Source: an optimization exercise on an open RTL-to-GDS flow (aim: a short achievable clock period and few clock cycles). Production flows keep margins and buffers that such runs may drop. In this exercise RTL edits were held to simulation tests only and were not proved equivalent to the original. Power is estimated from default activity; no workload was simulated.

## flow/design.v (module list and top-level ports; edited modules follow where they fit)
// module muldiv_sequencer: 3978 lines
module muldiv_sequencer #(
  parameter int XLEN = 32
) (
  input  logic            clk,
  input  logic            rst,
  input  logic            start,
  input  logic [2:0]      funct3,
  input  logic [XLEN-1:0] rs1_val,
  input  logic [XLEN-1:0] rs2_val,
  input  logic            flush,
  output logic            stall,
  output logic            busy,
  output logic            done,
  output logic [XLEN-1:0] result
);
  // ...
==> flow/run.sh <==
#!/bin/bash
# synth_recipe.tcl (not shown) runs the flow's synth.tcl, then flattens the netlist and writes it again
# the make line also repeats each setting of config.mk as NAME=value (left out here)
make -C /OpenROAD-flow-scripts/flow DESIGN_CONFIG=/design/flow/config.mk WORK_HOME=/design/flow/orfs CLKGATE_MAP_FILE= SYNTH_SCRIPT=/design/flow/synth_recipe.tcl finish
==> flow/config.mk <==
export PLATFORM = sky130hd
export DESIGN_NAME = muldiv_sequencer
export DESIGN_NICKNAME = muldiv_sequencer
export VERILOG_FILES = /design/flow/design.v
export SDC_FILE = /design/flow/constraint.sdc
export NUM_CORES = 4
export LEC_CHECK = 0
export CAP_MARGIN = 20
export CORE_MARGIN = 2
export CORE_UTILIZATION = 40
export SETUP_SLACK_MARGIN = 2.5
export SLEW_MARGIN = 20
export TNS_END_PERCENT = 100
==> flow/constraint.sdc <==
create_clock -name core_clock -period 10.0 [get_ports {clk}]
set_input_delay 2.0000 -clock core_clock [delete_from_list [all_inputs] [get_ports {clk}]]
set_output_delay 2.0000 -clock core_clock [all_outputs]
set_load 0.01 [all_outputs]
==> impl_metrics.py, run 1 <==
metrics = {
    "floorplan": {
        "start_util_pct": 40.24,
        "io_pins": 106,
        "rows": 231,
        "die_y_um": 635.6,
    },
    "synth": {
        "synth_top_family_by_area": "adder cells",
        "synthMuxAreaShare_pct": 0.6069,
        "synthSimpleGateAreaFrac_pct": 15.37,
        "ys.flop_type": "edfxtp_1",
        "synth_area_leaders": "ha_1, fa_1, edfxtp_1, inv_1, xnor2_1",
        "synth_compound_area_share_pct": 21.20,
        "syn-cell-area_um2": 159600,
        "synth.most_common_cell": "inv_1",
        "synth.top_cell.area_share_pct": 17.50,
        "yosys_warnings": 3,
        "synthArstFlopShare_pct": 0,
        "synth_adder_area_share_pct": 32.83,
        "ys_ff_latch": 825,
        "synthXorXnorAreaFrac_pct": 8.177,
        "ys_seq_area_share_pct": 14.69,
        "synthTopCellsByCount": "inv_1, ha_1, a21oi_1, fa_1, nand2_1",
    },
    "status": {
        "lastStage": "5_2_route",
        "stop_error": "[ERROR DRT-1231] Pin _36028_/A does not have access point",
        "status": "stopped before the end",
    },
    "clock_network": {
        "htreeDepth": 3,
        "cts.sinks": 825,
        "postCtsSetupBuffers": 69,
        "cts_hold_buf": 0,
        "cts_resized": 158,
        "cts_buffers": 118,
    },
    "timing": {
        "worstEpCategory": "register input",
        "crit_endpoint": "rem_r[30]$_DFFE_PP_/D",
    },
    "placed_design": {
        "dp.cells": 24220,
        "portBuffers": 105,
        "place_ws_ps": 249.2,
        "dp_hpwl_mm": 633.1,
    },
    "global_routing": {
        "grt_start_max_net_pins": 143,
    },
}
Testbench counts, summed over its fixed seeds: cycles 7,298.
==> run 2, diff against run 1 <==
--- a/flow/config.mk
+++ b/flow/config.mk
@@ -8,5 +8,6 @@
 export CAP_MARGIN = 20
+export CELL_PAD_IN_SITES_DETAIL_PLACEMENT = 1
 export CORE_MARGIN = 2
 export CORE_UTILIZATION = 40
-export SETUP_SLACK_MARGIN = 2.5
+export SETUP_SLACK_MARGIN = 3
 export SLEW_MARGIN = 20
==> run 2 against run 1 <==
  * The run now finishes clean
  * Synthesized cell count stayed put
  * Synthesized area did not move
==> impl_metrics.py, run 2 <==
metrics = {
    "finish": {
        "final_area_um2": 180200,
        "final_layout_size_suffix_gt1_share_pct": 9.180,
        "regMostFlops": "mo31",
        "final_cell_mix": "inv_1, ha_1, a21oi_1",
        "layout_commonest_cell": "inv_1",
        "largest_reg_flops": 37,
        "final_cells": 24730,
        "finalNetCount": 22850,
        "area_delta_synth_final_pct": 12.91,
    },
    "setup_path": {
        "worstReg2RegStart": "first_r",
        "crit_type": "register to register",
        "crit_path_end_kind": "register",
        "cp-start-kind": "register",
        "cp.arrival_ps": 8140,
        "critPathMaxFanout": 34,
        "r2r_cells": 18,
        "crit-reg2reg-capture": "rem_r[30]",
        "rrSetupSlack_ps": 2600,
        "cp.required_ps": 10740,
    },
    "clock_network": {
        "cts.sinks": 825,
        "cts_hold_buf": 0,
        "htreeDepth": 3,
        "clk_pin_slew_ps": 70,
        "cts_buffers": 115,
        "cts_tree": "done",
        "clockRootBuffer": "clkbuf_16",
        "worstSkewPairLatency_ps": 980,
        "ctsLongestPathBuffers": 4,
    },
    "synth": {
        "synthArstFlopShare_pct": 0,
        "syn_area_per_cell_um2": 8.430,
        "synth_area_leaders": "ha_1, fa_1, edfxtp_1, inv_1, xnor2_1",
        "synthDistinctLibCells": 113,
        "synth.top_cell.area_share_pct": 17.50,
        "syn_inst": 18930,
        "syn-cell-area_um2": 159600,
        "ys.flop_type": "edfxtp_1",
        "synth_area_leader_cell": "ha_1",
        "synth.most_common_cell": "inv_1",
        "synth_enable_flop_cells": 692,
        "ys_seq_area_share_pct": 14.69,
        "synthTopCellsByCount": "inv_1, ha_1, a21oi_1, fa_1, nand2_1",
        "ys_ff_latch": 825,
        "synth_fp_nets": 22450,
        "yosys_warnings": 3,
    },
    "power_and_ir_drop": {
        "p_switching_w": 0.03600,
        "p_seq_share_pct": 10.8,
        "p_leak_nw": 83.66,
        "p_comb_share_pct": 81.9,
        "vdd_drop_max_mv": 0.2448,
        "intPower_w": 0.02672,
        "power.share.clock_pct": 7.3,
        "powerDensity_nw_per_um2": 348.1,
        "sw_frac_of_total_pct": 57.40,
    },
    "route": {
        "route.detailed.drc": 0,
        "drtIter0Drc": 17500,
        "avgViaCountPerCell": 6.472,
        "highest_layer": "met5",
        "met3_length_mm": 92.36,
        "num_vias": 160000,
        "m1WireLength_mm": 304.2,
        "dr.pass1.iters": 8,
        "wl_mm": 833.5,
        "wl_met2_mm": 358.8,
        "ant_nets": 0,
        "wl_per_cell_um": 33.71,
    },
    "floorplan": {
        "die_area_um2": 404000,
        "start_util_pct": 40.24,
        "io_pins": 106,
        "rows": 231,
        "coreArea_um2": 396500,
        "die_y_um": 635.6,
        "die_w_um": 635.6,
    },
    "timing": {
        "worst_pin_slew_ps": 1324,
        "final-setup-viol-count": 0,
        "final.min_clock_period_ps": 7397,
        "slew_headroom_pct": 10.95,
        "hold_viol": 0,
        "fmax_mhz": 135.2,
        "rsz0062_at_grt": "true",
        "whs_ps": 610.3,
        "fin_crit_sh_pct": 73.97,
        "fin_worst_skew_ps": 120.5,
        "slew_violations": 0,
        "fin_tns_setup_ps": 0,
    },
    "global_routing": {
        "grt-ovfl-total": 0,
        "grt_start_max_net_pins": 141,
        "grt_usage_pct": 39.74,
        "antenna_found_initial": 116,
        "grt_pass1_wl_mm": 1166,
        "grt_pass1_vias": 164300,
    },
    "hold_path": {
        "hp-class": "register to register",
        "hold_depth": 2,
        "min_from": "cnt_r[2]",
        "hold_end": "cnt_r[2]",
    },
    "placed_design": {
        "portBuffers": 105,
        "dp.cells": 24210,
        "dpl-instance-area_um2": 171100,
        "dp_hpwl_mm": 661.6,
        "place_congestion": 1.081,
    },
    "job": {
        "cap_viol_max_count": 0,
    },
    "status": {
        "status": "no timing/DRC/antenna violations",
    },
}
-- run 2: cell counts after synthesis --
No cell type changed its count.
-- run 2: metal layers --
metal / vias up / track usage (%)
met1: 80280 / 47.47
met3: 3113 / 10.07
met5: - / 0
li1: 66970 / -
met2: 9629 / 61.39
met4: 36 / 30.29
-- run 2: critical path, cell delays in order, from the launching register on --
cell,delay [ps]
dfxtp_4,640
buf_8,510
nor2_1,150
a21oi_4,700
buf_4,410
ha_1,330
nand3_1,110
nor3_1,860
nand2b_1,290
a21oi_1,840
o211a_1,280
o21a_1,150
o21ai_0,290
a31oi_1,340
xor2_1,170
a21oi_1,90
a221oi_1,420
nor4_2,170
nor4_1,310
-- run 2: what timing repair did --
item,in CTS,in global routing
hold endpoints to repair,0,0
cloned,8,2
gates resized for setup,397,182
endpoints found under the setup margin,317,115
buffers inserted,186,51
pin swaps,111,78
-- run 2: worst max-delay path by stage --
stage,cells past startpoint,end,startpoint,slack (ps)
after global routing,18,result[29],mq_1_0,2780
final,18,rem_r[30],first_r,2600
after CTS,16,result[20],mq_2_0,2880
after global placement,22,mo23[36],funct3[0],-140
after floorplan,2,stall,busy_r,-2520
after detailed placement,21,mo23[34],funct3[0],-210
-- run 2: logic make-up after synthesis --
| family | Yosys count | synth area share (%) |
|---|---|---|
| AO/OA/AOI/OAI | 5117 | 21.20 |
| AND/OR/NAND/NOR | 4953 | 15.37 |
| adder cells (fa/ha/maj) | 3457 | 32.83 |
| buffers and inverters | 2993 | 7.129 |
| XOR/XNOR | 1489 | 8.177 |
| flip-flops | 825 | 14.69 |
| multiplexers | 95 | 0.6069 |
-- run 2: through the flow --
step                      util (%)  worst slack (ps)  power, W
after floorplan                  -             -2520   0.03605
after global placement       43.15            -143.8   0.05261
after detailed placement     43.16            -212.1   0.05385
after CTS                    45.06              2883   0.06007
after global routing         45.40              2784   0.06568
final                        45.43              2603   0.06272
-- run 2: power by group through the flow --
stage | clock network (W) | logic, W | registers, W
2_1_floorplan | 0 | 0.0299 | 0.00615
3_3_place_gp | 0 | 0.0459 | 0.00668
3_5_place_dp | 0 | 0.0471 | 0.00672
4_1_cts | 0.00457 | 0.0488 | 0.00666
5_1_grt | 0.00468 | 0.0542 | 0.00678
6_report | 0.00459 | 0.0514 | 0.00675
-- run 2: final cells by class --
| type | count | area, um2 |
|---|---|---|
| diodes | 62 | 155.1 |
| clock buffers | 149 | 3269 |
| clock inverters | 61 | 685.7 |
| fillers | 46880 | 216400 |
| inverters | 2398 | 9146 |
| multi-input cells | 15110 | 129300 |
| flip-flops and latches | 825 | 23450 |
| well taps | 5242 | 6559 |
| repair buffers | 873 | 7526 |
| repair inverters | 3 | 25.02 |

-- what the ideal ports hide --
How much do the figures lean on ideal ports? The routed layout below was timed once more, with nothing changed but the port constraints. Step 1, drivers: a clkbuf_16 drives clk and a buf_2 each remaining input, both assumed. Step 2, shift: input delay + t, output delay - t, t = (earliest + latest rising clock arrival at the registers) / 2. This alone moves slack from input paths to output paths. Three values: no drivers, after step 1, after step 2; two values: the first two.
run: run 2
t (ns): 1.025
slack for setup (ns): 2.603 / 2.603 / 2.023
worst setup path after step 2: input to register
cell pins on the clock port's net: 1
After both steps setup and hold are still met in run 2. For run 2, drivers alone change the setup slack by 0.000 ns; drivers and shift together by -0.580 ns.
